From an optimization exercise on the open Yosys and OpenROAD flow, aimed at small area; shortcuts taken in it are not production practice.
In this exercise RTL edits were held to simulation tests only and were not proved equivalent to the original.
No activity file was given, so power comes from the tool's default toggle rates. The clock port is modelled as an ideal driver; clocking choices that lean on that would not hold on a real chip.

**flow/design.v**
```verilog
`default_nettype none
package rv32_pkg;
    localparam logic [6:0] OPC_OP     = 7'b0110011;
    localparam logic [6:0] OPC_OP_IMM = 7'b0010011;
    localparam logic [6:0] OPC_LUI    = 7'b0110111;
    localparam logic [6:0] OPC_AUIPC  = 7'b0010111;
    localparam logic [6:0] OPC_BRANCH = 7'b1100011;
    localparam logic [6:0] OPC_JAL    = 7'b1101111;
    localparam logic [6:0] OPC_JALR   = 7'b1100111;
endpackage
`default_nettype wire
`timescale 1ns/1ns
`default_nettype none
module rv32i_core #(
    parameter logic [31:0] RESET_PC = '0
) (
    input  logic             clk,
    input  logic             rst,
    output logic [31:0]      imem_addr,
    input  logic [31:0]      imem_data,
    output logic             wb_valid,
    output logic [4:0]       wb_rd,
    output logic [31:0]      wb_data
);
    localparam logic [2:0] S_FETCH = 3'd0;   
    localparam logic [2:0] S_LD2   = 3'd1;   
    localparam logic [2:0] S_K0    = 3'd2;   
    localparam logic [2:0] S_K1    = 3'd3;
    localparam logic [2:0] S_K2    = 3'd4;
    localparam logic [2:0] S_K3    = 3'd5;
    localparam logic [2:0] S_CLR   = 3'd7;   
    logic [4:0] p;
    logic [2:0] st;
    logic       clr;
    logic       last;      
    assign last = &p;
    assign clr  = st == S_CLR;
    logic [31:0] ins;
    logic [2:0]  f3;
    logic [4:0]  rd;
    logic        is_op, is_opimm, is_lui, is_auipc, is_br, is_jal, is_jalr;
    logic        is_alu, is_shift, is_slt, is_jump, writes, rdnz, uses2;
    assign ins      = imem_data;
    assign f3       = ins[14:12];
    assign rd       = ins[11:7];
    assign is_op    = ins[6:0] == rv32_pkg::OPC_OP;
    assign is_opimm = ins[6:0] == rv32_pkg::OPC_OP_IMM;
    assign is_lui   = ins[6:0] == rv32_pkg::OPC_LUI;
    assign is_auipc = ins[6:0] == rv32_pkg::OPC_AUIPC;
    assign is_br    = ins[6:0] == rv32_pkg::OPC_BRANCH;
    assign is_jal   = ins[6:0] == rv32_pkg::OPC_JAL;
    assign is_jalr  = ins[6:0] == rv32_pkg::OPC_JALR;
    assign is_alu   = is_op || is_opimm;
    assign is_shift = is_alu && f3[1:0] == 2'b01;
    assign is_slt   = is_alu && f3[2:1] == 2'b01;
    assign is_jump  = is_jal || is_jalr;
    assign writes   = is_alu || is_lui || is_auipc || is_jump;
    assign rdnz     = rd != 5'd0;
    assign uses2    = is_op || is_br;
    logic f_ld2, f_exec, f_cmp, f_copy, f_shift, f_wb, f_npc;
    always_comb begin
        f_ld2   = 1'b0;
        f_exec  = 1'b0;
        f_cmp   = 1'b0;
        f_copy  = 1'b0;
        f_shift = 1'b0;
        f_wb    = 1'b0;
        f_npc   = 1'b0;
        if (!clr) begin
            f_ld2 = st == S_LD2;
            if (is_shift) begin
                f_copy  = st == S_K0;
                f_shift = st == S_K1;
                f_wb    = st == S_K2;
                f_npc   = st == S_K3;
            end else if (is_slt) begin
                f_cmp   = st == S_K0;
                f_exec  = st == S_K1;
                f_npc   = st == S_K2;
            end else if (is_br) begin
                f_cmp   = st == S_K0;
                f_npc   = st == S_K1;
            end else begin
                f_exec  = st == S_K0;
                f_npc   = st == S_K1;
            end
        end
    end
    always_ff @(posedge clk) begin
        if (rst) begin
            p   <= 5'd0;
            st  <= S_CLR;
        end else begin
            p <= p + 5'd1;
            if (last) begin
                if (clr || f_npc) st <= S_FETCH;
                else if (st == S_FETCH) st <= uses2 ? S_LD2 : S_K0;
                else st <= st + 3'd1;
            end
        end
    end
    logic [31:0] rbit;        
    logic        rd_we;       
    logic        rd_in;       
    logic [3:0]  wsel_hi;     
    logic [7:0]  wsel_lo;     
    assign rbit[0] = 1'b0;
    always_comb begin
        for (int i = 0; i < 4; i++) wsel_hi[i] = clr || (rd_we && rd[4:3] == i[1:0]);
        for (int i = 0; i < 8; i++) wsel_lo[i] = clr || rd[2:0] == i[2:0];
    end
    for (genvar r = 1; r < 32; r++) begin : g_reg
        logic [31:0] ring;
        always_ff @(posedge clk) begin
            ring <= {(wsel_hi[r / 8] && wsel_lo[r % 8]) ? (rd_in && !clr) : ring[0],
                     ring[31:1]};
        end
        assign rbit[r] = ring[0];
    end
    logic [4:0] sel;
    logic       ra;
    always_comb begin
        if (f_ld2) sel = ins[24:20];
        else if (f_wb || (f_npc && is_jalr && rdnz)) sel = rd;
        else sel = ins[19:15];
    end
    assign ra = rbit[sel];
    logic [13:2] pc;
    logic [31:0] pc_full;
    logic        pc_bit;
    logic        load;
    logic [31:0] bw;           
    logic        bw_in;
    logic [31:0] bw_next;
    assign pc_full   = {18'd0, pc, 2'b00};
    assign pc_bit    = pc_full[p];
    assign load      = (clr || f_npc) && last;
    assign bw_next   = {bw_in, bw[31:1]};
    assign imem_addr = pc_full;
    always_ff @(posedge clk) begin
        if (load) pc <= bw_next[13:2];
        bw <= bw_next;
    end
    logic fmt_i, fmt_u, fmt_b, fmt_j;
    logic imm;
    assign fmt_u = is_lui || is_auipc;
    assign fmt_b = is_br;
    assign fmt_j = is_jal;
    assign fmt_i = !(fmt_u || fmt_b || fmt_j);
    logic [3:0]  k_hi;
    logic        m_hi, m_mid, m_b;
    logic [1:0]  k_b;
    assign k_hi  = p[4] ? p[3:0] : {p[3] ^ p[2], !p[2], p[1:0]};
    assign m_hi  = ins[16 + k_hi];
    assign m_mid = p[2] ? ins[12 + p[1:0]] : ins[16 + p[1:0]];
    assign k_b   = p[1:0] - 2'd1;
    assign m_b   = ins[8 + k_b];
    always_comb begin
        if (p == 5'd0) begin
            imm = fmt_i && m_hi;
        end else if (p <= 5'd4) begin
            imm = fmt_b ? m_b : (!fmt_u && m_hi);
        end else if (p <= 5'd10) begin
            imm = !fmt_u && m_hi;
        end else if (p == 5'd11) begin
            imm = fmt_b ? ins[7] : fmt_j ? ins[20] : (fmt_i && ins[31]);
        end else if (p <= 5'd19) begin
            imm = (fmt_u || fmt_j) ? m_mid : ins[31];
        end else if (p <= 5'd30) begin
            imm = fmt_u ? m_hi : ins[31];
        end else begin
            imm = ins[31];
        end
    end
    logic take;
    logic use_pc, use_four, sub;
    logic a, b, bx, cin, sum, cout;
    logic carry;
    logic cond;                
    assign take = is_jump || (is_br && cond);
    assign use_pc   = f_npc ? !(take && is_jalr) : (is_auipc || is_jump);
    assign use_four = f_npc ? !take : is_jump;
    assign sub      = f_cmp || (f_exec && is_op && f3 == 3'b000 && ins[30])
                      || (f_copy && !f3[2]);
    assign a    = use_pc ? pc_bit : (ra && !f_copy);
    assign b    = use_four ? (p == 5'd2) : (uses2 && !f_npc) ? bw[0] : imm;
    assign bx   = b ^ sub;
    assign cin  = (p == 5'd0) ? sub : carry;
    assign sum  = a ^ bx ^ cin;
    assign cout = (a & bx) | (a & cin) | (bx & cin);
    logic lt_s, lt_u, eq, cond_d;
    assign lt_u = !cout;
    assign lt_s = (a ^ b) ? a : !cout;
    assign eq   = !(cond || (a ^ b));
    always_comb begin
        case (f3)
            3'b000:  cond_d = is_br && eq;
            3'b001:  cond_d = is_br && !eq;
            3'b010:  cond_d = !is_br && lt_s;
            3'b011:  cond_d = !is_br && lt_u;
            3'b100:  cond_d = lt_s;
            3'b101:  cond_d = !lt_s;
            3'b110:  cond_d = lt_u;
            default: cond_d = !lt_u;
        endcase
    end
    always_ff @(posedge clk) begin
        carry <= cout;
        if (f_cmp) cond <= last ? cond_d : ((p != 5'd0 && cond) || (a ^ b));
        else if (last && f_copy) cond <= ra;
    end
    logic [4:0] tap;
    logic       left, arith;
    logic       in_range;    
    logic       valid;
    logic       shres;
    assign left   = !f3[2];
    assign arith  = ins[30];
    assign in_range = p <= ~tap;
    assign valid  = left ? (!in_range || tap == 5'd0) : in_range;
    assign shres  = valid ? bw[tap] : (!left && arith && cond);
    always_ff @(posedge clk) begin
        if (f_copy && p < 5'd5) tap <= {sum, tap[4:1]};
    end
    logic res;
    always_comb begin
        if (is_lui) begin
            res = b;
        end else if (is_slt) begin
            res = (p == 5'd0) && cond;
        end else if (is_alu) begin
            case (f3)
                3'b100:  res = a ^ b;
                3'b110:  res = a | b;
                3'b111:  res = a & b;
                default: res = sum;
            endcase
        end else begin
            res = sum;
        end
    end
    always_comb begin
        rd_we = 1'b0;
        rd_in = res;
        bw_in = res;
        if (clr) begin
            bw_in = 1'b0;
        end else if (f_ld2) begin
            bw_in = ra;
        end else if (f_exec) begin
            rd_we = writes;
            if (is_jalr) rd_in = ra;
        end else if (f_copy) begin
            bw_in = ra;
        end else if (f_shift) begin
            rd_we = 1'b1;
            rd_in = shres;
            bw_in = bw[0];
        end else if (f_wb) begin
            bw_in = ra;
        end else if (f_npc) begin
            rd_we = is_jalr;
            rd_in = bw[0];
            bw_in = sum;
        end
    end
    assign wb_valid = f_npc && p == 5'd0 && writes && rdnz;
    assign wb_rd    = rd;
    assign wb_data  = bw;
endmodule
`default_nettype wire
```
**flow/flow/run.sh**
```bash
#!/bin/bash
# Standard layout with three changes:
#  - ABC maps for area only (map -a) instead of the buffering/sizing area script;
#    registers are mapped before ABC runs, so they are the standard synthesis's
#  - CTS builds large sink clusters of clkbuf_16 and adds no dummy loads
#  - ports are buffered with buf_1
set -euo pipefail
cp -r "$FLOW_HOME/scripts" ./myscripts
printf 'strash\ndch\nmap -a\nstrash\ndch\nmap -a\ntopo\n' > ./myscripts/abc_area.script
export CTS_ARGS="-sink_clustering_enable -repair_clock_nets -dont_use_dummy_load -sink_clustering_size 34 -sink_clustering_max_diameter 120 -buf_list {sky130_fd_sc_hd__clkbuf_16}"
export BUFFER_PORTS_ARGS="-buffer_cell sky130_fd_sc_hd__buf_1"
bash standard.sh finish SCRIPTS_DIR="$PWD/myscripts" > standard.log 2>&1
```
**flow/standard.sh**
```bash
#!/bin/bash
# synth_recipe.tcl (not shown) runs the flow's synth.tcl, then flattens the netlist and writes it again
# the make line also repeats each setting of config.mk as NAME=value (left out here)
make -C /OpenROAD-flow-scripts/flow DESIGN_CONFIG=/design/flow/config.mk WORK_HOME=/design/flow/orfs CLKGATE_MAP_FILE= SYNTH_SCRIPT=/design/flow/synth_recipe.tcl "${@:-finish}"
```
**flow/config.mk**
```make
export PLATFORM = sky130hd
export DESIGN_NAME = rv32i_core
export DESIGN_NICKNAME = rv32i_core
export VERILOG_FILES = /design/flow/design.v
export SDC_FILE = /design/flow/constraint.sdc
export NUM_CORES = 4
export LEC_CHECK = 0
export ABC_AREA = 1
export CAP_MARGIN = 20
export CORE_MARGIN = 2
export CORE_UTILIZATION = 65
export PLACE_DENSITY = 0.75
export SLEW_MARGIN = 20
```
**flow/constraint.sdc**
```tcl
create_clock -name core_clock -period 8.5 [get_ports {clk}]
set_input_delay 1.7000 -clock core_clock [delete_from_list [all_inputs] [get_ports {clk}]]
set_output_delay 1.7000 -clock core_clock [all_outputs]
set_load 0.01 [all_outputs]
```
==> results.yml, run 1 <==
run_status:
  outcome: "no timing/DRC/antenna violations"
drt:
  drcViolationCount: 0
  drtIter0Drc: 632
  routedWlPerCell_um: 18.44
  drt-total-wl_um: 40760
  drt-pass1-iter-count: 6
  dr_total_vias: 10885
  detail_route.vias_per_cell: 4.925
  final_antenna_net_count: 0
synth:
  synthMostInstantiatedCell: "sky130_fd_sc_hd__dfxtp_1"
  synth.lib_cells_used.distinct: 41
  seq_area_frac_synth_pct: 87.79
  post_synth_most_frequent_cells: "1033 x sky130_fd_sc_hd__dfxtp_1, 139 x sky130_fd_sc_hd__nor2_1, 82 x sky130_fd_sc_hd__nand2_1, 77 x sky130_fd_sc_hd__a21oi_1, 66 x sky130_fd_sc_hd__clkinv_1"
  syn_avg_cell_area_um2: 14.88
  synth_largest_area_cell: "sky130_fd_sc_hd__dfxtp_1"
  synth_top_flop_cell: "sky130_fd_sc_hd__dfxtp_1"
  ys_ff_latch: 1051
  synth.top_cell.area_share_pct: 85.56
  syn-instance-count: 1624
  synthesis.area_um2: 24170
  ys_async_sr_fraction_pct: 0
  synthesis.yosys.warnings: 1
  cell_types_occupying_the_most_area_after_synthesis: "sky130_fd_sc_hd__dfxtp_1 86%, sky130_fd_sc_hd__edfxtp_1 2.2%, sky130_fd_sc_hd__nor2_1 2.2%, sky130_fd_sc_hd__a21oi_1 1.6%, sky130_fd_sc_hd__nand2_1 1.3%"
  number_of_flops_mapped_to_enable_cells_by_yosys: 18
finish:
  nets: 1797
  num-fill-cells: 2323
  drive_above_1_share_pct: 2.757
  syn2layout_area_growth_pct: 7.138
clock_tree:
  clock_tree.buffer_depth: 3
  sink_count: 1051
  cts_hold_buffers: 0
  post-cts-setup-buffer-count: 0
  clk-insertion-delay-late_ps: 590
  cts-buffers-inserted: 36
  clk_transition_reported_paths_ps: 120
  cts_root_buf: "sky130_fd_sc_hd__clkbuf_16"
  ctsHtreeMaxLevel: 2
  clock_tree_from_tritoncts: "built"
  cts_resized: 0
floorplanning:
  die-height_um: 196.8
  die_area_um2: 38740
  floorplan.initialDensity_pct: 66.02
  num_rows: 70
  design.core.area_um2: 36610
  dieWidth_um: 196.8
  ioPinCount: 104
place:
  hpwl_um: 24840
  final_gp_congestion: 0.8823
  number_of_buffers_added_on_ports: 83
critical_path:
  maximum_fanout_along_the_worst_path: 31
  critical_path_class: "in -> reg"
  crit_slowest_cell: "sky130_fd_sc_hd__fa_1"
  critical-path-max-stage-delay_ps: 580
  arrival_ps: 7860
  worst_setup_path_end_kind: "register"
  timing.critical_path.from_type: "primary input"
  cp_data_required_time_ps: 8910
global_routing:
  grt_start_max_net_pins: 35
  via_count_of_the_first_global_routing_pass: 11082
  overflow: 0
  wire_length_of_the_first_global_routing_pass_um: 63030
  antenna_found_initial: 3
  track_usage_pct: 21.66
timing:
  final_setup_violation_count: 0
  final-max-slew-violation-count: 0
  max_slew.worst_pin.slew_ps: 1115
  finalSetupTns_ps: 0
  final.period_utilization_pct: 87.65
  max_clock_freq_mhz: 134.2
  final_hold_viol_count: 0
  skew_ps: 36.06
  relSlewSlack_pct: 25.35
  rsz0062_at_grt: "no"
  final_period_minus_worst_setup_slack_ps: 7450
pwr:
  power_density_nw_per_um2: 276.7
  worst_ir_drop_vdd_v: 0.0002825
  static-leakage-power_uw: 0.01021
  p_total_uw: 7165
run:
  drv.max_cap_violation_count: 0
hold_path:
  worstHoldPathType: "reg -> reg"
-- per-layer routing --
metal	wire (um)	GRT usage, %
met2	18960	34.90
met3	1625	3.234
met4	1025	6.600
met1	19130	30.75
met5	13	0
-- critical path: cells and delay by family --
family / cells / cell delay [ps]
AOI/OAI and AO/OA: 11 / 2570
buffers and inverters: 8 / 1250
adders and majority gates: 1 / 580
and+or+nand+nor: 13 / 1720
-- final cells by class --
type	count	area [um2]	share of cell area [%]
repair buffers	87	341.6	1.319
diodes	1	2.502	0.009663
well taps	468	585.6	2.261
multi-input cells	501	2597	10.03
inverters	66	247.7	0.9567
flip-flops and latches	1051	21220	81.94
clock buffers	36	900.9	3.479
-- flip-flops by register name, indices dropped and copies added (netlist names) --
name	cells
p	5
bw	32
pc	12
g.ring	992
carry	1
cond	1
st	3
tap	5
-- cell families after synthesis --
family | count (synthesis) | share of synthesized area, %
other | 1 | 0.01551
buffers and inverters | 91 | 1.801
DFF | 1051 | 87.79
adders and majority gates | 21 | 1.108
AOI/OAI and AO/OA | 194 | 4.799
xor gates and xnor gates | 2 | 0.07248
and+or+nand+nor | 264 | 4.410
-- report_power, final --
part           internal [uW]  switching [uW]
Combinational           42.5            87.4
Sequential              4940            4.98
Clock                    775            1320
Total                   5760            1410
-- stage by stage --
step	setup slack, ps	instance area, um2	std cells	utilization, %	hold slack [ps]
floorplan	967.1	24240	1643	-	309.6
global placement	625.6	24990	2173	68.25	309.5
detailed placement	636.7	24990	2173	68.27	312.1
CTS	1174	25890	2209	70.73	313.9
global route	246.1	25900	2210	70.73	324.7
finish	1050	25900	2210	70.73	314.0
-- path summary, 6_finish.rpt --
kind	from	depth (start not counted)	endpoint	slack (ps)
max	imem_data[4]	33	g_reg[13].ring[31]	1050
min	g_reg[5].ring[8]	0	g_reg[5].ring[7]	310
max reg2reg	st[0]	27	g_reg[13].ring[31]	2040
min reg2reg	g_reg[5].ring[8]	0	g_reg[5].ring[7]	310
-- cell usage in the layout, fill, tap and decap left out, types with 2 or more instances in the layout --
master,instances
sky130_fd_sc_hd__a32o_1,2
sky130_fd_sc_hd__edfxtp_1,18
sky130_fd_sc_hd__o31ai_1,2
sky130_fd_sc_hd__a31oi_1,18
sky130_fd_sc_hd__dfxtp_1,1033
sky130_fd_sc_hd__a21oi_1,77
sky130_fd_sc_hd__nor2_1,139
sky130_fd_sc_hd__a22oi_1,4
sky130_fd_sc_hd__o21ai_0,45
sky130_fd_sc_hd__o22ai_1,8
sky130_fd_sc_hd__a211oi_1,2
sky130_fd_sc_hd__xor2_1,2
sky130_fd_sc_hd__a311oi_1,2
sky130_fd_sc_hd__ha_1,19
sky130_fd_sc_hd__a221oi_1,6
sky130_fd_sc_hd__clkinv_1,66
sky130_fd_sc_hd__o211ai_1,6
sky130_fd_sc_hd__nand2_1,82
sky130_fd_sc_hd__buf_1,83
sky130_fd_sc_hd__nand4_1,6
sky130_fd_sc_hd__or3_2,2
sky130_fd_sc_hd__a2111oi_0,3
sky130_fd_sc_hd__o311ai_0,5
sky130_fd_sc_hd__conb_1,20
sky130_fd_sc_hd__nand3_1,19
sky130_fd_sc_hd__nor3_1,12
sky130_fd_sc_hd__clkbuf_16,36
sky130_fd_sc_hd__o221ai_1,5
sky130_fd_sc_hd__buf_4,4
==> inputs of run 2 (changes only) <==
--- a/flow/design.v
+++ b/flow/design.v
@@ -152,7 +152,13 @@
     logic [1:0]  k_b;
+    logic [15:0] ins_hi;
+    logic [3:0]  ins_12, ins_16, ins_8;
+    assign ins_hi = ins[31:16];
+    assign ins_12 = ins[15:12];
+    assign ins_16 = ins[19:16];
+    assign ins_8  = ins[11:8];
     assign k_hi  = p[4] ? p[3:0] : {p[3] ^ p[2], !p[2], p[1:0]};
-    assign m_hi  = ins[16 + k_hi];
-    assign m_mid = p[2] ? ins[12 + p[1:0]] : ins[16 + p[1:0]];
-    assign k_b   = p[1:0] - 2'd1;
-    assign m_b   = ins[8 + k_b];
+    assign m_hi  = ins_hi[k_hi];
+    assign m_mid = p[2] ? ins_12[p[1:0]] : ins_16[p[1:0]];
+    assign k_b   = {p[1] ~^ p[0], !p[0]};
+    assign m_b   = ins_8[k_b];
     always_comb begin
@@ -218,3 +224,8 @@
     assign arith  = ins[30];
-    assign in_range = p <= ~tap;
+    logic [5:0] cy;
+    assign cy[0] = 1'b0;
+    for (genvar i = 0; i < 5; i++) begin : g_cy
+        assign cy[i + 1] = (p[i] && tap[i]) || (cy[i] && (p[i] || tap[i]));
+    end
+    assign in_range = !cy[5];
     assign valid  = left ? (!in_range || tap == 5'd0) : in_range;
--- a/flow/flow/run.sh
+++ b/flow/flow/run.sh
@@ -9,3 +9,3 @@
 printf 'strash\ndch\nmap -a\nstrash\ndch\nmap -a\ntopo\n' > ./myscripts/abc_area.script
-export CTS_ARGS="-sink_clustering_enable -repair_clock_nets -dont_use_dummy_load -sink_clustering_size 34 -sink_clustering_max_diameter 120 -buf_list {sky130_fd_sc_hd__clkbuf_16}"
+export CTS_ARGS="-sink_clustering_enable -repair_clock_nets -dont_use_dummy_load -sink_clustering_size 28 -sink_clustering_max_diameter 100 -buf_list {sky130_fd_sc_hd__clkbuf_16}"
 export BUFFER_PORTS_ARGS="-buffer_cell sky130_fd_sc_hd__buf_1"
==> run 2 against run 1 <==
  * Still clean on timing, DRC and antenna
  * Final area grew 0.51%
  * First-iteration DRC count shrank 9.7%
  * Register-to-register slack lost 30 ps
  * Non-clock buffer count shrank 1
  * Synthesized cell count shrank 0.25%
  * Clock skew grew 21 ps
  * Wire length shrank 0.74%
  * Clock power grew 9.6%
  * Maximum frequency shrank 4.0%
  * Cell count grew 0.23%
==> results.yml, run 2 <==
run_status:
  outcome: "no timing/DRC/antenna violations"
synth:
  syn_avg_cell_area_um2: 14.88
  ys_async_sr_fraction_pct: 0
  synth.lib_cells_used.distinct: 38
  synthesis.yosys.warnings: 1
  ys_ff_latch: 1051
  synth.top_cell.area_share_pct: 85.77
  post_synth_most_frequent_cells: "1033 x sky130_fd_sc_hd__dfxtp_1, 136 x sky130_fd_sc_hd__nor2_1, 82 x sky130_fd_sc_hd__nand2_1, 79 x sky130_fd_sc_hd__a21oi_1, 69 x sky130_fd_sc_hd__clkinv_1"
  synthMostInstantiatedCell: "sky130_fd_sc_hd__dfxtp_1"
  synthesis.area_um2: 24110
  number_of_flops_mapped_to_enable_cells_by_yosys: 18
  synth_top_flop_cell: "sky130_fd_sc_hd__dfxtp_1"
  syn-instance-count: 1620
  seq_area_frac_synth_pct: 88.01
  synth_largest_area_cell: "sky130_fd_sc_hd__dfxtp_1"
  cell_types_occupying_the_most_area_after_synthesis: "sky130_fd_sc_hd__dfxtp_1 86%, sky130_fd_sc_hd__edfxtp_1 2.2%, sky130_fd_sc_hd__nor2_1 2.1%, sky130_fd_sc_hd__a21oi_1 1.6%, sky130_fd_sc_hd__nand2_1 1.3%"
critical_path:
  critical-path-max-stage-delay_ps: 660
  maximum_fanout_along_the_worst_path: 31
  crit-reg2reg-launch: "st[0]"
  critical_path_origin: "imem_data[3]"
  worst_setup_path_end_kind: "register"
  timing.critical_path.from_type: "primary input"
  arrival_ps: 8200
  cp_data_required_time_ps: 8940
  crit_slowest_cell: "sky130_fd_sc_hd__a31oi_1"
  critical-path-top-cell-by-count: "sky130_fd_sc_hd__nand2_1"
  critical_path_class: "in -> reg"
place:
  pre_cts_setup_slack_ps: 284.1
  hpwl_um: 23720
  number_of_buffers_added_on_ports: 83
  final_gp_congestion: 0.8520
clock_tree:
  clk_transition_reported_paths_ps: 100
  clock_tree.buffer_depth: 3
  ctsHtreeMaxLevel: 2
  post-cts-setup-buffer-count: 0
  cts_resized: 0
  clk-insertion-delay-late_ps: 580
  sink_count: 1051
  cts_hold_buffers: 0
  cts-buffers-inserted: 44
  cts_root_buf: "sky130_fd_sc_hd__clkbuf_16"
  clock_tree_from_tritoncts: "built"
timing:
  final-max-slew-violation-count: 0
  final_period_minus_worst_setup_slack_ps: 7758
  rsz0062_at_grt: "no"
  final_hold_viol_count: 0
  finalSetupTns_ps: 0
  max_clock_freq_mhz: 128.9
  final.period_utilization_pct: 91.27
  postLayoutSetupSlackWorst_ps: 742.1
  relSlewSlack_pct: 32.46
  final_setup_violation_count: 0
  max_slew.worst_pin.slew_ps: 1008
  skew_ps: 56.62
pwr:
  power_density_nw_per_um2: 282.1
  static-leakage-power_uw: 0.01027
  worst_ir_drop_vdd_v: 0.0002332
hold_path:
  hold_path.startpoint: "g_reg[31].ring[18]"
  worstHoldPathType: "reg -> reg"
global_routing:
  wire_length_of_the_first_global_routing_pass_um: 62370
  overflow: 0
  antenna_found_initial: 5
  grt_start_max_net_pins: 32
  via_count_of_the_first_global_routing_pass: 11136
  track_usage_pct: 21.38
drt:
  routedWlPerCell_um: 18.26
  drt-pass1-iter-count: 5
  dr_total_vias: 10974
  drtIter0Drc: 571
  drt-total-wl_um: 40460
  detail_route.vias_per_cell: 4.954
  final_antenna_net_count: 0
  drcViolationCount: 0
finish:
  seqCellArea_um2: 21220
  multi_input_comb_area_um2: 2521
  num-fill-cells: 2287
  largestRegisters: "g.ring: 992 flops, bw: 32 flops, pc: 12 flops"
  syn2layout_area_growth_pct: 7.955
  regMostFlops: "g.ring"
  postLayoutCoreUtil_pct: 71.10
  nets: 1795
  drive_above_1_share_pct: 3.154
  largest_register_ffs: 992
  most_common_cell_after_layout_fill_and_taps_aside: "sky130_fd_sc_hd__dfxtp_1"
  top_library_cells_by_usage_in_the_layout_fill_and_taps_aside: "1033 x sky130_fd_sc_hd__dfxtp_1, 135 x sky130_fd_sc_hd__nor2_1, 83 x sky130_fd_sc_hd__buf_1"
floorplanning:
  floorplan.initialDensity_pct: 65.86
  dieWidth_um: 196.6
  die-height_um: 196.6
  num_rows: 70
  ioPinCount: 104
  design.core.area_um2: 36610
  die_area_um2: 38650
run:
  drv.max_cap_violation_count: 0
==> run 2: logic make-up after synthesis <==
group,after synthesis,share of synthesized area [%]
AND/OR/NAND/NOR,256,4.214
flip-flops,1051,88.01
other,1,0.01555
multiplexers,1,0.04152
buffers and inverters,94,1.853
adder cells (fa/ha/maj),15,0.8096
AO/OA/AOI/OAI,199,4.946
XOR/XNOR,3,0.1090
==> run 2: critical path: cells and delay by family <==
family	cells	cell delay [ps]
AO/OA/AOI/OAI	10	2060
adder cells (fa/ha/maj)	1	550
buffers and inverters	9	1590
AND/OR/NAND/NOR	15	2270
==> run 2: metrics by stage <==
step / std cells / instance area [um2] / hold slack [ps] / power, uW
finish: 2215 / 26030 / 258.9 / 7343
CTS: 2212 / 26020 / 258.8 / 7396
floorplan: 1639 / 24180 / 309.6 / 5138
detailed placement: 2168 / 24920 / 312.1 / 5169
global placement: 2168 / 24920 / 309.9 / 5169
global route: 2214 / 26030 / 253.1 / 7557
==> run 2: final cells by class <==
cell class | count | area share [%]
tap | 468 | 2.250
antenna | 3 | 0.02884
timing repair buffer | 86 | 1.283
multi-input combinational | 494 | 9.686
inverter | 69 | 0.9950
sequential | 1051 | 81.53
clock buffer | 44 | 4.230
==> run 2: final timing paths <==
check                                           to  slack (ps)  cells after the start
worst max register to register  g_reg[13].ring[31]        2010                     33
worst min register to register  g_reg[31].ring[17]         260                      0
worst max-delay path            g_reg[13].ring[31]         740                     35
worst min-delay path            g_reg[31].ring[17]         260                      0
==> run 2: per-layer routing <==
layer	global-route usage [%]	vias to the layer above	share of wire [%]	wire, um
met5	0	-	0.027	11
met4	6.628	2	2.5	1010
li1	-	5421	-	-
met2	35.19	257	47	19220
met3	3.901	69	4.2	1719
met1	29.21	5225	46	18500
==> run 2: report_power, final <==
group          internal [uW]  total (uW)  switching (uW)
clock                    933        2290            1350
sequential              4940        4940            5.62
combinational           37.1         116            79.0
==> inputs of run 3 (changes only) <==
--- a/flow/flow/run.sh
+++ b/flow/flow/run.sh
@@ -9,3 +9,3 @@
 printf 'strash\ndch\nmap -a\nstrash\ndch\nmap -a\ntopo\n' > ./myscripts/abc_area.script
-export CTS_ARGS="-sink_clustering_enable -repair_clock_nets -dont_use_dummy_load -sink_clustering_size 28 -sink_clustering_max_diameter 100 -buf_list {sky130_fd_sc_hd__clkbuf_16}"
+export CTS_ARGS="-sink_clustering_enable -repair_clock_nets -dont_use_dummy_load -sink_clustering_size 32 -sink_clustering_max_diameter 100 -buf_list {sky130_fd_sc_hd__clkbuf_16}"
 export BUFFER_PORTS_ARGS="-buffer_cell sky130_fd_sc_hd__buf_1"
--- a/flow/config.mk
+++ b/flow/config.mk
@@ -10,4 +10,4 @@
 export CORE_MARGIN = 2
-export CORE_UTILIZATION = 65
-export PLACE_DENSITY = 0.75
+export CORE_UTILIZATION = 50
+export PLACE_DENSITY = 0.65
 export SLEW_MARGIN = 20
==> run 3 against run 2 <==
  * Still clean
  * Non-clock buffer count stayed put
  * Critical path depth grew 1
  * Sequential power about the same
  * Maximum frequency is 0.74% lower
  * Global-route usage shrank 7.2 points
  * Sequential share of layout area down 0.16 points
  * Synthesized cell count stayed put
  * Largest power group unchanged
  * Count of clock-buffer cells in the layout down 5
==> results.yml, run 3 <==
hold_path:
  worstHoldPathType: "reg -> reg"
synth:
  post_synth_most_frequent_cells: "1033 x sky130_fd_sc_hd__dfxtp_1, 136 x sky130_fd_sc_hd__nor2_1, 82 x sky130_fd_sc_hd__nand2_1, 79 x sky130_fd_sc_hd__a21oi_1, 69 x sky130_fd_sc_hd__clkinv_1"
  ys_ff_latch: 1051
  synthesis.area_um2: 24110
  syn_avg_cell_area_um2: 14.88
  yosys.area_share.simple_pct: 4.214
  synth_top_family_by_area: "compound AO/OA/AOI/OAI gates"
  synth_top_flop_cell: "sky130_fd_sc_hd__dfxtp_1"
  cell_types_occupying_the_most_area_after_synthesis: "sky130_fd_sc_hd__dfxtp_1 86%, sky130_fd_sc_hd__edfxtp_1 2.2%, sky130_fd_sc_hd__nor2_1 2.1%, sky130_fd_sc_hd__a21oi_1 1.6%, sky130_fd_sc_hd__nand2_1 1.3%"
  synth.top_cell.area_share_pct: 85.77
  synth.lib_cells_used.distinct: 38
  yosys.area_share.adder_pct: 0.8095
  synthesis.yosys.warnings: 1
  synthXorXnorAreaFrac_pct: 0.1090
  syn-instance-count: 1620
  synth_largest_area_cell: "sky130_fd_sc_hd__dfxtp_1"
  ys_async_sr_fraction_pct: 0
  number_of_flops_mapped_to_enable_cells_by_yosys: 18
  yosys-mux-area-fraction_pct: 0.04152
  synth_compound_area_share_pct: 4.946
  synthMostInstantiatedCell: "sky130_fd_sc_hd__dfxtp_1"
  seq_area_frac_synth_pct: 88.01
place:
  hpwl_um: 22680
  dpl-instance-area_um2: 25100
  final_gp_congestion: 0.8204
  number_of_buffers_added_on_ports: 83
run:
  drv.max_cap_violation_count: 0
floorplanning:
  floorplan.initialDensity_pct: 50.60
  dieWidth_um: 223.6
  ioPinCount: 104
  die_area_um2: 49990
  die-height_um: 223.6
  num_rows: 80
  design.core.area_um2: 47650
critical_path:
  critical_path_class: "in -> reg"
  maximum_fanout_along_the_worst_path: 31
  critical_path.n_buffers_inverters: 11
  critical_path.top_delay_family: "simple AND/OR/NAND/NOR gates"
  critical-path-top-cell-by-count: "sky130_fd_sc_hd__clkinv_1"
  arrival_ps: 8260
  critical-path-max-stage-delay_ps: 670
  worst_setup_path_end_kind: "register"
  cp_data_required_time_ps: 8940
  timing.critical_path.from_type: "primary input"
  crit_slowest_cell: "sky130_fd_sc_hd__a31oi_1"
finish:
  syn2layout_area_growth_pct: 8.168
  drive_above_1_share_pct: 2.875
  regMostFlops: "g.ring"
  final_design_area_no_fill_um2: 26080
  num-fill-cells: 3922
  nets: 1790
  largestRegisters: "g.ring: 992 flops, bw: 32 flops, pc: 12 flops"
  largest_register_ffs: 992
  top_library_cells_by_usage_in_the_layout_fill_and_taps_aside: "1033 x sky130_fd_sc_hd__dfxtp_1, 135 x sky130_fd_sc_hd__nor2_1, 83 x sky130_fd_sc_hd__buf_1"
  most_common_cell_after_layout_fill_and_taps_aside: "sky130_fd_sc_hd__dfxtp_1"
  number_of_inserted_diodes: 0
clock_tree:
  post-cts-setup-buffer-count: 0
  clk_transition_reported_paths_ps: 110
  ctsHtreeMaxLevel: 2
  sink_count: 1051
  cts-buffers-inserted: 39
  cts_root_buf: "sky130_fd_sc_hd__clkbuf_16"
  cts_resized: 0
  clock_tree.buffer_depth: 3
  cts_hold_buffers: 0
  clock_tree_from_tritoncts: "built"
  clk-insertion-delay-late_ps: 600
run_status:
  outcome: "no timing/DRC/antenna violations"
drt:
  highest_layer: "met4"
  drcViolationCount: 0
  met3RoutedLength_um: 1418
  detail_route.wirelength.met1_um: 18370
  dr_total_vias: 10652
  detail_route.vias_per_cell: 4.525
  met2WireLength_um: 14480
  drt-total-wl_um: 35150
  routedWlPerCell_um: 14.93
  final_antenna_net_count: 0
  drtIter0Drc: 632
  drt-pass1-iter-count: 5
timing:
  smallest_hold_slack_ps: 288.7
  final-max-slew-violation-count: 0
  max_slew.worst_pin.slew_ps: 980.4
  skew_ps: 45.63
  final_hold_viol_count: 0
  final_period_minus_worst_setup_slack_ps: 7816
  final_setup_violation_count: 0
  rsz0062_at_grt: "no"
  max_clock_freq_mhz: 127.9
  relSlewSlack_pct: 34.33
  finalSetupTns_ps: 0
  final.period_utilization_pct: 91.95
global_routing:
  antenna_found_initial: 0
  track_usage_pct: 14.17
  grt_start_max_net_pins: 33
  overflow: 0
  via_count_of_the_first_global_routing_pass: 10335
  wire_length_of_the_first_global_routing_pass_um: 55530
pwr:
  power_density_nw_per_um2: 275.3
  worst_ir_drop_vdd_v: 0.0002724
  static-leakage-power_uw: 0.01021
## run 3: stage by stage
step	power (uW)	std cells	util, %	worst slack [ps]
floorplan	5138	1639	-	1069
global placement	5173	2315	52.68	275.2
detailed placement	5172	2315	52.69	139.5
CTS	7264	2354	54.74	738.5
global route	7449	2354	54.74	67.27
finish	7181	2354	54.74	684.0
## run 3: area by class of cell
type,count,area (um2),area share (%)
inverter,69,259.0,0.9931
clock buffer,39,975.9,3.742
sequential,1051,21220,81.37
timing repair buffer,86,334.1,1.281
tap,615,769.5,2.950
multi-input combinational,494,2521,9.667
## run 3: layer usage
metal / vias up / track usage (%)
met2: 183 / 20.97
met1: 5017 / 21.17
li1: 5392 / -
met3: 60 / 2.610
met4: 0 / 4.495
met5: - / 0
## run 3: worst paths after layout
check / startpoint / endpoint / slack [ps] / cells after the start
worst max-delay path: imem_data[4] / g_reg[24].ring[31] / 680 / 36
worst min register to register: g_reg[11].ring[21] / g_reg[11].ring[20] / 290 / 0
worst max register to register: st[0] / g_reg[24].ring[31] / 1990 / 28
worst min-delay path: g_reg[11].ring[21] / g_reg[11].ring[20] / 290 / 0
## run 3: power by group
group	switching [uW]	internal, uW	total (uW)
registers	5.77	4940	4940
clock network	1290	833	2120
logic	80.3	37.1	117
## run 3: cells by family after synthesis
| family | after synthesis |
|---|---|
| other | 1 |
| flip-flops | 1051 |
| XOR/XNOR | 3 |
| adder cells (fa/ha/maj) | 15 |
| AO/OA/AOI/OAI | 199 |
| buffers and inverters | 94 |
| multiplexers | 1 |
| AND/OR/NAND/NOR | 256 |
==> inputs of run 4 (changes only) <==
--- a/flow/flow/run.sh
+++ b/flow/flow/run.sh
@@ -8,3 +8,3 @@
 cp -r "$FLOW_HOME/scripts" ./myscripts
-printf 'strash\ndch\nmap -a\nstrash\ndch\nmap -a\ntopo\n' > ./myscripts/abc_area.script
+printf 'strash\ndch\nmap -a\nmfs2\nstrash\ndch\nmap -a\ntopo\n' > ./myscripts/abc_area.script
 export CTS_ARGS="-sink_clustering_enable -repair_clock_nets -dont_use_dummy_load -sink_clustering_size 32 -sink_clustering_max_diameter 100 -buf_list {sky130_fd_sc_hd__clkbuf_16}"
==> run 4 against run 3 <==
  * Clock skew down 9.4 ps
  * Power down 0.46%
  * Utilization about the same
  * Final area about the same
  * Maximum frequency up 0.64%
  * Hold slack better by 22 ps
  * Critical endpoint is now g_reg[23].ring[31]
  * Largest cell class unchanged
  * Largest power group unchanged
==> results.yml, run 4 <==
run_status:
  outcome: "no timing/DRC/antenna violations"
drt:
  met3RoutedLength_um: 1578
  drcViolationCount: 0
  final_antenna_net_count: 0
  drtIter0Drc: 588
  drt-pass1-iter-count: 5
  met2WireLength_um: 14330
  dr_total_vias: 10740
  detail_route.wirelength.met1_um: 18200
  detail_route.vias_per_cell: 4.582
  drt-total-wl_um: 35250
  highest_layer: "met5"
  routedWlPerCell_um: 15.04
hold_path:
  hold_depth: 0
  hold_path.startpoint: "g_reg[9].ring[7]"
  holdPathEnd: "g_reg[9].ring[6]"
  worstHoldPathType: "reg -> reg"
clock_tree:
  clock_tree.buffer_depth: 3
  clk_transition_reported_paths_ps: 100
  clk-insertion-delay-late_ps: 590
  sink_count: 1051
  post-cts-setup-buffer-count: 0
  cts_hold_buffers: 0
  clock_tree_from_tritoncts: "built"
  ctsHtreeMaxLevel: 2
  cts-buffers-inserted: 38
  cts_root_buf: "sky130_fd_sc_hd__clkbuf_16"
critical_path:
  timing.critical_path.from_type: "primary input"
  crit_slowest_cell: "sky130_fd_sc_hd__fa_1"
  critical-path-top-cell-by-count: "sky130_fd_sc_hd__clkinv_1"
  crit-reg2reg-launch: "st[0]"
  reg2reg_setup_slack_ps: 1890
  regToRegEndpoint: "g_reg[23].ring[31]"
  worst_setup_path_end_kind: "register"
  timing.reg2reg.worst_path_depth: 33
  critical-path-max-stage-delay_ps: 600
  cp_data_required_time_ps: 8950
  arrival_ps: 8220
  maximum_fanout_along_the_worst_path: 31
  critical_path_class: "in -> reg"
global_routing:
  grt_start_max_net_pins: 33
  overflow: 0
  track_usage_pct: 14.18
  antenna_found_initial: 1
  via_count_of_the_first_global_routing_pass: 10379
  wire_length_of_the_first_global_routing_pass_um: 55260
synth:
  yosys.area_share.adder_pct: 0.8106
  yosys-mux-area-fraction_pct: 0
  synth.lib_cells_used.distinct: 35
  synthXorXnorAreaFrac_pct: 0.1455
  synth.top_cell.area_share_pct: 85.88
  synth_largest_area_cell: "sky130_fd_sc_hd__dfxtp_1"
  seq_area_frac_synth_pct: 88.12
  ys_ff_latch: 1051
  number_of_flops_mapped_to_enable_cells_by_yosys: 18
  syn-instance-count: 1608
  synthesis.area_um2: 24080
  yosys.area_share.simple_pct: 4.048
  synthMostInstantiatedCell: "sky130_fd_sc_hd__dfxtp_1"
  syn_avg_cell_area_um2: 14.98
  synth_compound_area_share_pct: 5.019
  synth_top_family_by_area: "compound AO/OA/AOI/OAI gates"
  synthesis.yosys.warnings: 1
  synth_top_flop_cell: "sky130_fd_sc_hd__dfxtp_1"
  post_synth_most_frequent_cells: "1033 x sky130_fd_sc_hd__dfxtp_1, 132 x sky130_fd_sc_hd__nor2_1, 77 x sky130_fd_sc_hd__a21oi_1, 69 x sky130_fd_sc_hd__nand2_1, 68 x sky130_fd_sc_hd__clkinv_1"
  cell_types_occupying_the_most_area_after_synthesis: "sky130_fd_sc_hd__dfxtp_1 86%, sky130_fd_sc_hd__edfxtp_1 2.2%, sky130_fd_sc_hd__nor2_1 2.1%, sky130_fd_sc_hd__a21oi_1 1.6%, sky130_fd_sc_hd__nand2_1 1.1%"
  ys_async_sr_fraction_pct: 0
floorplanning:
  floorplan.initialDensity_pct: 50.54
  dieWidth_um: 223.5
  ioPinCount: 104
  num_rows: 80
  design.core.area_um2: 47650
  die-height_um: 223.5
  die_area_um2: 49930
timing:
  max_clock_freq_mhz: 128.8
  final-max-slew-violation-count: 0
  rsz0062_at_grt: "no"
  skew_ps: 36.28
  final.period_utilization_pct: 91.37
  final_period_minus_worst_setup_slack_ps: 7766
  max_slew.worst_pin.slew_ps: 1050
  final_hold_viol_count: 0
  final_setup_violation_count: 0
  finalSetupTns_ps: 0
  relSlewSlack_pct: 29.66
finish:
  largest_register_ffs: 992
  regMostFlops: "g.ring"
  final_cell_count_no_fill: 2344
  nets: 1780
  syn2layout_area_growth_pct: 8.220
  drive_above_1_share_pct: 2.834
  top_library_cells_by_usage_in_the_layout_fill_and_taps_aside: "1033 x sky130_fd_sc_hd__dfxtp_1, 131 x sky130_fd_sc_hd__nor2_1, 83 x sky130_fd_sc_hd__buf_1"
  most_common_cell_after_layout_fill_and_taps_aside: "sky130_fd_sc_hd__dfxtp_1"
  num-fill-cells: 3916
  number_of_inserted_diodes: 0
  largestRegisters: "g.ring: 992 flops, bw: 32 flops, pc: 12 flops"
pwr:
  power_density_nw_per_um2: 274.3
  static-leakage-power_uw: 0.01015
  p_total_uw: 7148
  worst_ir_drop_vdd_v: 0.0002147
place:
  hpwl_um: 23050
  final_gp_congestion: 0.8557
  placed_cells_incl_taps: 2306
  number_of_buffers_added_on_ports: 83
run:
  drv.max_cap_violation_count: 0
## run 4: changes by cell type after synthesis, sizes merged, moves of 3 or more
cell | before | now
nand2 | 82 | 69
a22oi | 4 | 9
a41oi | 0 | 4
nor2 | 136 | 132
o211ai | 5 | 1
o21ai | 47 | 50
## run 4: area by class of cell
cell class	instances	area (um2)	share of cell area (%)
flip-flops and latches	1051	21220	81.43
clock buffers	38	950.9	3.649
repair buffers	89	369.1	1.416
well taps	615	769.5	2.953
inverters	68	255.2	0.9795
multi-input cells	483	2495	9.574
## run 4: per-layer routing
| layer | track usage [%] | vias up |
|---|---|---|
| met2 | 20.34 | 200 |
| met5 | 0 | - |
| met3 | 2.753 | 73 |
| met1 | 21.20 | 5085 |
| li1 | - | 5380 |
| met4 | 5.505 | 2 |
## run 4: logic make-up (layout without fill, tap and decap cells)
family                     after synthesis  after routing
DFF                                   1051           1051
and+or+nand+nor                        243            243
AOI/OAI and AO/OA                      201            201
buffers and inverters                   93            195
adders and majority gates               15             15
xor gates and xnor gates                 4              4
other                                    1             20
## run 4: worst max-delay path by stage
stage            startpoint  slack (ps)  cells past startpoint                 end
4_1_cts        imem_data[4]         660                     35  g_reg[17].ring[31]
6_report       imem_data[4]         730                     38  g_reg[23].ring[31]
2_1_floorplan  imem_data[4]         680                     34  g_reg[10].ring[31]
3_3_place_gp   imem_data[4]         270                     35  g_reg[20].ring[31]
5_1_grt        imem_data[4]          40                     38  g_reg[17].ring[31]
3_5_place_dp   imem_data[4]         140                     35   g_reg[9].ring[31]
## run 4: where the power goes
| group | internal [uW] | switching [uW] | total (uW) | leakage, uW |
|---|---|---|---|---|
| registers | 4940 | 5.69 | 4940 | 0.00848 |
| logic | 38.8 | 82.1 | 121 | 0.00121 |
| clock network | 813 | 1270 | 2080 | 0.000468 |
## run 4: worst max-delay path: cells and delay by family
| kind | cells | cell delay [ps] |
|---|---|---|
| and+or+nand+nor | 13 | 1830 |
| adders and majority gates | 1 | 600 |
| buffers and inverters | 12 | 1740 |
| AOI/OAI and AO/OA | 12 | 2320 |
## run 4: repair_timing
item,4_1_cts,5_1_grt
endpoints found under the hold margin,0,0
endpoints found under the setup margin,0,31
gates resized for setup,0,1
## run 4: per-stage QoR
stage / hold WS, ps / area, um2 / worst slack, ps / utilization, %
after global routing: 313.6 / 26060 / 41.29 / 54.70
final: 311.0 / 26060 / 733.6 / 54.70
after detailed placement: 312.1 / 25110 / 143.7 / 52.70
after global placement: 309.8 / 25110 / 266.3 / 52.69
after CTS: 315.2 / 26060 / 655.5 / 54.70
after floorplan: 309.6 / 24150 / 677.1 / -
==> inputs of run 5 (changes only) <==
--- a/flow/design.v
+++ b/flow/design.v
@@ -123,3 +123,3 @@
         if (f_ld2) sel = ins[24:20];
-        else if (f_wb || (f_npc && is_jalr && rdnz)) sel = rd;
+        else if (f_wb) sel = rd;
         else sel = ins[19:15];
@@ -261,4 +261,3 @@
         end else if (f_exec) begin
-            rd_we = writes;
-            if (is_jalr) rd_in = ra;
+            rd_we = writes && !is_jalr;
         end else if (f_copy) begin
==> run 5 against run 4 <==
  * Register-to-register slack better by 250 ps
  * Sequential power about the same
  * Final area hardly changed
  * Clock power up 2%
  * Setup slack gained 310 ps
  * Utilization hardly changed
  * Hold slack got worse by 42 ps
  * Via count is 0.88% lower
  * First-iteration DRC count is 4.3% higher
  * Flip-flop and latch count unchanged
==> results.yml, run 5 <==
critical_path:
  regToRegEndpoint: "g_reg[9].ring[31]"
  timing.critical_path.from_type: "primary input"
  critical_path_class: "in -> reg"
  arrival_ps: 7890
  setup.worst_path.end: "g_reg[9].ring[31]"
  maximum_fanout_along_the_worst_path: 31
  cp_data_required_time_ps: 8940
  reg2reg_setup_slack_ps: 2140
  timing.reg2reg.worst_path_depth: 30
  crit-reg2reg-launch: "st[0]"
  crit_slowest_cell: "sky130_fd_sc_hd__fa_1"
  critical_path_origin: "imem_data[4]"
  critical-path-top-cell-by-count: "sky130_fd_sc_hd__clkinv_1"
  worst_setup_path_end_kind: "register"
  critical-path-max-stage-delay_ps: 640
global_routing:
  via_count_of_the_first_global_routing_pass: 10226
  overflow: 0
  antenna_found_initial: 6
  track_usage_pct: 14.45
  wire_length_of_the_first_global_routing_pass_um: 56050
  grt_start_max_net_pins: 33
timing:
  final_hold_viol_count: 0
  final_setup_violation_count: 0
  skew_ps: 76.91
  final-max-slew-violation-count: 0
  relSlewSlack_pct: 27.64
  max_clock_freq_mhz: 134.2
  max_slew.worst_pin.slew_ps: 1071
  final.period_utilization_pct: 87.68
  final_period_minus_worst_setup_slack_ps: 7452
  finalSetupTns_ps: 0
  rsz0062_at_grt: "no"
clock_tree:
  clk-insertion-delay-late_ps: 600
  clk_transition_reported_paths_ps: 110
  sink_count: 1051
  post-cts-setup-buffer-count: 0
  cts_hold_buffers: 0
  cts_resized: 0
  clock_tree.buffer_depth: 3
  cts-buffers-inserted: 39
  clock_tree_from_tritoncts: "built"
  ctsHtreeMaxLevel: 2
  cts_root_buf: "sky130_fd_sc_hd__clkbuf_16"
place:
  final_gp_congestion: 0.8688
  dpl-instance-area_um2: 25050
  placed_cells_incl_taps: 2309
  hpwl_um: 23660
  number_of_buffers_added_on_ports: 83
finish:
  nets: 1784
  seqCellArea_um2: 21220
  multi_input_comb_area_um2: 2461
  top_library_cells_by_usage_in_the_layout_fill_and_taps_aside: "1033 x sky130_fd_sc_hd__dfxtp_1, 165 x sky130_fd_sc_hd__nor2_1, 83 x sky130_fd_sc_hd__buf_1"
  largest_register_ffs: 992
  drive_above_1_share_pct: 2.654
  syn2layout_area_growth_pct: 8.211
  final_cell_count_no_fill: 2351
  final_design_area_no_fill_um2: 26040
  regMostFlops: "g.ring"
  most_common_cell_after_layout_fill_and_taps_aside: "sky130_fd_sc_hd__dfxtp_1"
  num-fill-cells: 3912
  postLayoutCoreUtil_pct: 54.65
  largestRegisters: "g.ring: 992 flops, bw: 32 flops, pc: 12 flops"
drt:
  detail_route.vias_per_cell: 4.528
  final_antenna_net_count: 0
  drtIter0Drc: 613
  drt-pass1-iter-count: 5
  dr_total_vias: 10645
  routedWlPerCell_um: 15.19
  drt-total-wl_um: 35720
  drcViolationCount: 0
synth:
  ys_ff_latch: 1051
  syn_avg_cell_area_um2: 14.92
  ys_async_sr_fraction_pct: 0
  synthMostInstantiatedCell: "sky130_fd_sc_hd__dfxtp_1"
  synthesis.area_um2: 24060
  synth.lib_cells_used.distinct: 36
  cell_types_occupying_the_most_area_after_synthesis: "sky130_fd_sc_hd__dfxtp_1 86%, sky130_fd_sc_hd__nor2_1 2.6%, sky130_fd_sc_hd__edfxtp_1 2.2%, sky130_fd_sc_hd__o21ai_0 1.4%, sky130_fd_sc_hd__a21oi_1 1.3%"
  syn-instance-count: 1613
  seq_area_frac_synth_pct: 88.20
  post_synth_most_frequent_cells: "1033 x sky130_fd_sc_hd__dfxtp_1, 165 x sky130_fd_sc_hd__nor2_1, 70 x sky130_fd_sc_hd__clkinv_1, 67 x sky130_fd_sc_hd__o21ai_0, 62 x sky130_fd_sc_hd__a21oi_1"
  synth_top_flop_cell: "sky130_fd_sc_hd__dfxtp_1"
  synth_largest_area_cell: "sky130_fd_sc_hd__dfxtp_1"
  synthesis.yosys.warnings: 1
  synth.top_cell.area_share_pct: 85.95
  number_of_flops_mapped_to_enable_cells_by_yosys: 18
floorplanning:
  ioPinCount: 104
  design.core.area_um2: 47650
  dieWidth_um: 223.4
  floorplan.initialDensity_pct: 50.50
  die-height_um: 223.4
  die_area_um2: 49890
  num_rows: 80
pwr:
  worst_ir_drop_vdd_v: 0.0002527
  power_density_nw_per_um2: 276.3
  static-leakage-power_uw: 0.01017
run_status:
  outcome: "no timing/DRC/antenna violations"
hold_path:
  worstHoldPathType: "reg -> reg"
run:
  drv.max_cap_violation_count: 0
[run 5: metrics by stage]
stage | setup WS (ps) | hold WS, ps | total power (uW)
final | 1048 | 268.7 | 7194
after detailed placement | 627.4 | 312.1 | 5179
after global routing | 342.1 | 273.7 | 7463
after floorplan | 1374 | 309.6 | 5146
after global placement | 802.1 | 310.0 | 5180
after CTS | 1207 | 270.9 | 7266
[run 5: routing by layer]
metal / wire [um] / up-vias / GRT usage, %
met1: 18550 / 4999 / 21.79
li1: - / 5369 / -
met5: 0 / - / 0
met2: 14560 / 219 / 20.82
met3: 1657 / 58 / 2.581
met4: 949 / 0 / 5.441
[run 5: worst min-delay path by stage]
stage	start	end	cells past startpoint
4_1_cts	g_reg[19].ring[24]	g_reg[19].ring[23]	0
3_5_place_dp	g_reg[1].ring[24]	g_reg[1].ring[23]	0
6_report	g_reg[19].ring[24]	g_reg[19].ring[23]	0
5_1_grt	g_reg[19].ring[26]	g_reg[19].ring[25]	0
3_3_place_gp	g_reg[31].ring[27]	g_reg[31].ring[26]	0
2_1_floorplan	g_reg[10].ring[1]	g_reg[10].ring[0]	0
[run 5: logic make-up (layout without fill, tap and decap cells)]
kind of cell / Yosys count / count (layout) / share of synthesized area (%)
flip-flops: 1051 / 1051 / 88.20
AND/OR/NAND/NOR: 249 / 249 / 4.124
AO/OA/AOI/OAI: 199 / 199 / 4.873
buffers and inverters: 95 / 196 / 1.872
adder cells (fa/ha/maj): 15 / 15 / 0.8112
XOR/XNOR: 3 / 3 / 0.1092
other: 1 / 23 / 0.01559
[run 5: worst max-delay path: cells and delay by family]
family | cells | cell delay, ps
AOI/OAI and AO/OA | 9 | 1590
adders and majority gates | 1 | 640
buffers and inverters | 12 | 1960
and+or+nand+nor | 14 | 1950
[run 5: final cells by class]
| cell class | instances | share of cell area [%] |
|---|---|---|
| diodes | 3 | 0.02883 |
| clock buffers | 39 | 3.748 |
| inverters | 70 | 1.009 |
| multi-input cells | 486 | 9.453 |
| flip-flops and latches | 1051 | 81.50 |
| well taps | 615 | 2.955 |
| repair buffers | 87 | 1.302 |
[run 5: where the power goes]
| part | switching [uW] | internal [uW] | leakage (uW) |
|---|---|---|---|
| sequential | 4.13 | 4940 | 0.00850 |
| combinational | 86.6 | 41.7 | 0.00119 |
| clock | 1290 | 832 | 0.000481 |
| total | 1380 | 5810 | 0.0102 |
==> inputs of run 6 (changes only) <==
--- a/flow/flow/run.sh
+++ b/flow/flow/run.sh
@@ -9,3 +9,3 @@
 printf 'strash\ndch\nmap -a\nmfs2\nstrash\ndch\nmap -a\ntopo\n' > ./myscripts/abc_area.script
-export CTS_ARGS="-sink_clustering_enable -repair_clock_nets -dont_use_dummy_load -sink_clustering_size 32 -sink_clustering_max_diameter 100 -buf_list {sky130_fd_sc_hd__clkbuf_16}"
+export CTS_ARGS="-sink_clustering_enable -repair_clock_nets -dont_use_dummy_load -sink_clustering_size 35 -sink_clustering_max_diameter 120 -buf_list {sky130_fd_sc_hd__clkbuf_16}"
 export BUFFER_PORTS_ARGS="-buffer_cell sky130_fd_sc_hd__buf_1"
--- a/flow/config.mk
+++ b/flow/config.mk
@@ -10,4 +10,4 @@
 export CORE_MARGIN = 2
-export CORE_UTILIZATION = 50
-export PLACE_DENSITY = 0.65
+export CORE_UTILIZATION = 45
+export PLACE_DENSITY = 0.6
 export SLEW_MARGIN = 20
==> run 6 against run 5 <==
  * Area after synthesis unchanged
  * Non-clock buffer count did not move
  * Utilization fell by 5.3 points
  * Via count grew 1.0%
  * Combinational power about the same
  * Wire length is 0.11% lower
  * Critical path type unchanged
  * Still clean
  * Critical path depth down 1
  * Global-route usage is 1.7 points lower
  * Count of clock-buffer cells in the layout is 3 lower
  * Sequential power about the same
==> results.yml, run 6 <==
run_status:
  outcome: "no timing/DRC/antenna violations"
place:
  hpwl_um: 23260
  pre_cts_setup_slack_ps: 855.7
  final_gp_congestion: 0.8425
  number_of_buffers_added_on_ports: 83
timing:
  relSlewSlack_pct: 29.11
  max_clock_freq_mhz: 138.1
  postLayoutSetupSlackWorst_ps: 1259
  skew_ps: 81.60
  final-max-slew-violation-count: 0
  finalSetupTns_ps: 0
  final_hold_viol_count: 0
  final_period_minus_worst_setup_slack_ps: 7241
  rsz0062_at_grt: "no"
  final_setup_violation_count: 0
  final.period_utilization_pct: 85.19
  max_slew.worst_pin.slew_ps: 1049
  smallest_hold_slack_ps: 295.1
synth:
  ys_ff_latch: 1051
  synth.lib_cells_used.distinct: 36
  synthMostInstantiatedCell: "sky130_fd_sc_hd__dfxtp_1"
  syn-instance-count: 1613
  cell_types_occupying_the_most_area_after_synthesis: "sky130_fd_sc_hd__dfxtp_1 86%, sky130_fd_sc_hd__nor2_1 2.6%, sky130_fd_sc_hd__edfxtp_1 2.2%, sky130_fd_sc_hd__o21ai_0 1.4%, sky130_fd_sc_hd__a21oi_1 1.3%"
  syn_avg_cell_area_um2: 14.92
  number_of_flops_mapped_to_enable_cells_by_yosys: 18
  synth.top_cell.area_share_pct: 85.95
  post_synth_most_frequent_cells: "1033 x sky130_fd_sc_hd__dfxtp_1, 165 x sky130_fd_sc_hd__nor2_1, 70 x sky130_fd_sc_hd__clkinv_1, 67 x sky130_fd_sc_hd__o21ai_0, 62 x sky130_fd_sc_hd__a21oi_1"
  synthesis.yosys.warnings: 1
  seq_area_frac_synth_pct: 88.20
  ys_async_sr_fraction_pct: 0
  synth_top_flop_cell: "sky130_fd_sc_hd__dfxtp_1"
  synthesis.area_um2: 24060
  synth_largest_area_cell: "sky130_fd_sc_hd__dfxtp_1"
finish:
  largest_register_ffs: 992
  num-fill-cells: 4610
  syn2layout_area_growth_pct: 8.273
  most_common_cell_after_layout_fill_and_taps_aside: "sky130_fd_sc_hd__dfxtp_1"
  drive_above_1_share_pct: 2.486
  regMostFlops: "g.ring"
  largestRegisters: "g.ring: 992 flops, bw: 32 flops, pc: 12 flops"
  top_library_cells_by_usage_in_the_layout_fill_and_taps_aside: "1033 x sky130_fd_sc_hd__dfxtp_1, 165 x sky130_fd_sc_hd__nor2_1, 83 x sky130_fd_sc_hd__buf_1"
  nets: 1781
critical_path:
  crit_slowest_cell: "sky130_fd_sc_hd__fa_1"
  maximum_fanout_along_the_worst_path: 31
  cp_data_required_time_ps: 8940
  reg2reg_setup_slack_ps: 2480
  timing.reg2reg.worst_path_depth: 31
  crit-reg2reg-launch: "st[0]"
  timing.critical_path.from_type: "primary input"
  critical_path_class: "in -> reg"
  arrival_ps: 7680
  critical-path-max-stage-delay_ps: 650
  regToRegEndpoint: "g_reg[16].ring[31]"
  worst_setup_path_end_kind: "register"
  critical-path-top-cell-by-count: "sky130_fd_sc_hd__clkinv_1"
drt:
  dr_total_vias: 10751
  routedWlPerCell_um: 14.75
  final_antenna_net_count: 0
  detail_route.vias_per_cell: 4.444
  drtIter0Drc: 725
  drt-total-wl_um: 35680
  drt-pass1-iter-count: 5
  drcViolationCount: 0
floorplanning:
  floorplan.initialDensity_pct: 45.60
  die_area_um2: 55330
  design.core.area_um2: 52760
  die-height_um: 235.2
  dieWidth_um: 235.2
  num_rows: 84
  ioPinCount: 104
global_routing:
  antenna_found_initial: 3
  wire_length_of_the_first_global_routing_pass_um: 55730
  overflow: 0
  grt_start_max_net_pins: 36
  via_count_of_the_first_global_routing_pass: 10157
  track_usage_pct: 12.75
clock_tree:
  clock_tree_from_tritoncts: "built"
  clk_transition_reported_paths_ps: 110
  cts_hold_buffers: 0
  ctsHtreeMaxLevel: 2
  clock_tree.buffer_depth: 3
  sink_count: 1051
  cts_root_buf: "sky130_fd_sc_hd__clkbuf_16"
  cts-buffers-inserted: 36
  post-cts-setup-buffer-count: 0
  cts_resized: 0
  clk-insertion-delay-late_ps: 600
hold_path:
  hold_depth: 0
  holdPathEnd: "g_reg[9].ring[20]"
  worstHoldPathType: "reg -> reg"
  hold_path.startpoint: "g_reg[9].ring[21]"
pwr:
  worst_ir_drop_vdd_v: 0.0001936
  static-leakage-power_uw: 0.01014
  power_density_nw_per_um2: 273.7
run:
  drv.max_cap_violation_count: 0
==> run 6: cell counts after synthesis <==
Identical to the previous run, type by type.
==> run 6: where the power goes <==
group          internal, uW  switching (uW)  leakage [uW]
clock                   773            1290      0.000444
sequential             4940            3.35       0.00850
combinational          41.5            85.9       0.00119
==> run 6: critical path: cells and delay by family <==
family                   cells  cell delay, ps
AO/OA/AOI/OAI                9            1630
adder cells (fa/ha/maj)      1             650
buffers and inverters       12            2240
AND/OR/NAND/NOR             13            1430
==> run 6: how the worst max path moves through the flow <==
stage | slack (ps) | end | startpoint
final | 1260 | g_reg[16].ring[31] | imem_data[12]
after global routing | 660 | g_reg[5].ring[31] | imem_data[3]
after CTS | 1410 | g_reg[16].ring[31] | imem_data[12]
after detailed placement | 860 | g_reg[16].ring[31] | imem_data[12]
after global placement | 1080 | g_reg[2].ring[31] | imem_data[4]
after floorplan | 1370 | g_reg[10].ring[31] | imem_data[4]
==> run 6: cell type report <==
| cell class | instances | area, um2 | share of cell area [%] |
|---|---|---|---|
| timing repair buffer | 87 | 341.6 | 1.311 |
| sequential | 1051 | 21220 | 81.46 |
| tap | 688 | 860.8 | 3.304 |
| clock buffer | 36 | 900.9 | 3.458 |
| antenna | 1 | 2.502 | 0.009606 |
| inverter | 70 | 262.8 | 1.009 |
| multi-input combinational | 486 | 2462 | 9.452 |
==> run 6: through the flow <==
step | area (um2) | instances | util (%) | total power (uW)
after detailed placement | 25150 | 2382 | 47.66 | 5179
after CTS | 26050 | 2418 | 49.37 | 7213
final | 26050 | 2419 | 49.38 | 7131
after floorplan | 24130 | 1632 | - | 5146
after global placement | 25150 | 2382 | 47.66 | 5179
after global routing | 26050 | 2418 | 49.37 | 7396
==> run 6: cells by family after synthesis <==
logic type | count (synthesis) | share of synthesized area (%)
simple gates | 249 | 4.124
flops | 1051 | 88.20
other cells | 1 | 0.01559
compound gates | 199 | 4.873
buf+inv | 95 | 1.872
xor+xnor | 3 | 0.1092
fa+ha+maj | 15 | 0.8112
==> run 6: per-layer routing <==
metal | GRT usage [%] | up-vias | wire [um] | part of all wire, %
met4 | 4.710 | 0 | 1044 | 2.9
li1 | - | 5373 | - | -
met1 | 19.26 | 5088 | 18640 | 52
met2 | 18.06 | 227 | 14340 | 40
met5 | 0 | - | 0 | 0
met3 | 2.509 | 63 | 1654 | 4.6
==> inputs of run 7 (changes only) <==
--- a/flow/config.mk
+++ b/flow/config.mk
@@ -10,4 +10,4 @@
 export CORE_MARGIN = 2
-export CORE_UTILIZATION = 45
-export PLACE_DENSITY = 0.6
+export CORE_UTILIZATION = 55
+export PLACE_DENSITY = 0.7
 export SLEW_MARGIN = 20
==> run 7 against run 6 <==
  * Still clean on timing, DRC and antenna
  * Register-to-register slack worse by 130 ps
  * Wire length rose by 5.5%
  * Maximum frequency is 0.78% higher
  * Combinational power about the same
  * Via count is 1.4% lower
  * Largest power group unchanged
==> results.yml, run 7 <==
run_status:
  outcome: "no timing/DRC/antenna violations"
clock_tree:
  post-cts-setup-buffer-count: 0
  cts_root_buf: "sky130_fd_sc_hd__clkbuf_16"
  ctsHtreeMaxLevel: 2
  clock_tree.buffer_depth: 3
  sink_count: 1051
  cts_hold_buffers: 0
  clk_transition_reported_paths_ps: 120
  clock_tree_from_tritoncts: "built"
floorplanning:
  num_rows: 76
  die-height_um: 213.2
  dieWidth_um: 213.2
  die_area_um2: 45440
  design.core.area_um2: 43170
  floorplan.initialDensity_pct: 55.73
timing:
  skew_ps: 69.78
  final.period_utilization_pct: 84.53
  max_slew.worst_pin.slew_ps: 1148
  relSlewSlack_pct: 23.09
  smallest_hold_slack_ps: 277.1
  final_period_minus_worst_setup_slack_ps: 7185
  rsz0062_at_grt: "no"
  max_clock_freq_mhz: 139.2
  postLayoutSetupSlackWorst_ps: 1315
  finalSetupTns_ps: 0
hold_path:
  hold_depth: 0
finish:
  multi_input_comb_area_um2: 2461
  drive_above_1_share_pct: 2.486
  nets: 1781
  final_design_area_no_fill_um2: 25920
  top_library_cells_by_usage_in_the_layout_fill_and_taps_aside: "1033 x sky130_fd_sc_hd__dfxtp_1, 165 x sky130_fd_sc_hd__nor2_1, 83 x sky130_fd_sc_hd__buf_1"
  largestRegisters: "g.ring: 992 flops, bw: 32 flops, pc: 12 flops"
  regMostFlops: "g.ring"
  num-fill-cells: 3337
synth:
  synth.lib_cells_used.distinct: 36
  synth_largest_area_cell: "sky130_fd_sc_hd__dfxtp_1"
  synthMostInstantiatedCell: "sky130_fd_sc_hd__dfxtp_1"
  syn-instance-count: 1613
  cell_types_occupying_the_most_area_after_synthesis: "sky130_fd_sc_hd__dfxtp_1 86%, sky130_fd_sc_hd__nor2_1 2.6%, sky130_fd_sc_hd__edfxtp_1 2.2%, sky130_fd_sc_hd__o21ai_0 1.4%, sky130_fd_sc_hd__a21oi_1 1.3%"
  synth.top_cell.area_share_pct: 85.95
  ys_async_sr_fraction_pct: 0
  syn_avg_cell_area_um2: 14.92
  seq_area_frac_synth_pct: 88.20
  synthesis.yosys.warnings: 1
  synthesis.area_um2: 24060
  post_synth_most_frequent_cells: "1033 x sky130_fd_sc_hd__dfxtp_1, 165 x sky130_fd_sc_hd__nor2_1, 70 x sky130_fd_sc_hd__clkinv_1, 67 x sky130_fd_sc_hd__o21ai_0, 62 x sky130_fd_sc_hd__a21oi_1"
critical_path:
  worst_setup_path_end_kind: "register"
  crit_slowest_cell: "sky130_fd_sc_hd__fa_1"
  critical_path_class: "in -> reg"
  cp_data_required_time_ps: 8940
  arrival_ps: 7630
  maximum_fanout_along_the_worst_path: 31
place:
  hpwl_um: 23650
  dpl-instance-area_um2: 25020
  number_of_buffers_added_on_ports: 83
  final_gp_congestion: 0.8498
  pre_cts_setup_slack_ps: 871.9
global_routing:
  track_usage_pct: 16.79
  overflow: 0
  grt_start_max_net_pins: 36
drt:
  drtIter0Drc: 625
  drcViolationCount: 0
  final_antenna_net_count: 0
  detail_route.vias_per_cell: 4.574
  drt-pass1-iter-count: 5
  dr_total_vias: 10599
  drt-total-wl_um: 37630
pwr:
  power_density_nw_per_um2: 275.1
  worst_ir_drop_vdd_v: 0.0003004
  p_total_uw: 7131
run:
  drv.max_cap_violation_count: 0
==> run 7: final cells by class <==
| type | count | share of cell area, % |
|---|---|---|
| multi-input combinational | 486 | 9.494 |
| clock buffer | 36 | 3.475 |
| inverter | 70 | 1.014 |
| tap | 585 | 2.823 |
| timing repair buffer | 87 | 1.318 |
| antenna | 2 | 0.01931 |
| sequential | 1051 | 81.86 |
==> run 7: kinds of logic after synthesis <==
kind of cell             count (synthesis)  share of synthesized area [%]
AO/OA/AOI/OAI                          199                          4.873
XOR/XNOR                                 3                         0.1092
adder cells (fa/ha/maj)                 15                         0.8112
buffers and inverters                   95                          1.872
flip-flops                            1051                          88.20
other                                    1                        0.01559
AND/OR/NAND/NOR                        249                          4.124
==> run 7: metrics by stage <==
stage | utilization (%) | cells
after CTS | 60.04 | 2315
final | 60.05 | 2317
after global routing | 60.05 | 2317
after detailed placement | 57.95 | 2279
after global placement | 57.95 | 2279
after floorplan | - | 1632
==> run 7: final timing paths <==
kind,from,end,slack (ps)
worst min-delay path,g_reg[3].ring[17],g_reg[3].ring[16],280
worst min register to register,g_reg[3].ring[17],g_reg[3].ring[16],280
worst max register to register,p[0],g_reg[20].ring[31],2350
worst max-delay path,imem_data[3],g_reg[20].ring[31],1320
==> run 7: worst max-delay path: cells and delay by family <==
kind | cells | cell delay [ps]
and+or+nand+nor | 15 | 1680
AOI/OAI and AO/OA | 9 | 1670
adders and majority gates | 1 | 640
buffers and inverters | 11 | 1910
==> run 7: power by group <==
| group | leakage, uW | switching, uW | internal, uW |
|---|---|---|---|
| sequential | 0.00850 | 3.40 | 4940 |
| clock | 0.000444 | 1290 | 774 |
| combinational | 0.00119 | 87.6 | 41.5 |
| total | 0.0101 | 1380 | 5750 |
==> run 7: per-layer routing <==
metal | vias to the layer above | track usage (%) | share of wire (%)
met5 | - | 0 | 0
met2 | 152 | 25.27 | 43
met1 | 5011 | 24.74 | 51
met3 | 60 | 2.559 | 3.3
li1 | 5376 | - | -
met4 | 0 | 6.130 | 2.8

Setup slack of run 7, layout unchanged: 1.315 ns with ideal ports, 1.322 ns with driving cells assumed (clock clkbuf_16, inputs buf_2), 0.705 ns with port delays also shifted by the 0.617 ns mid clock arrival.
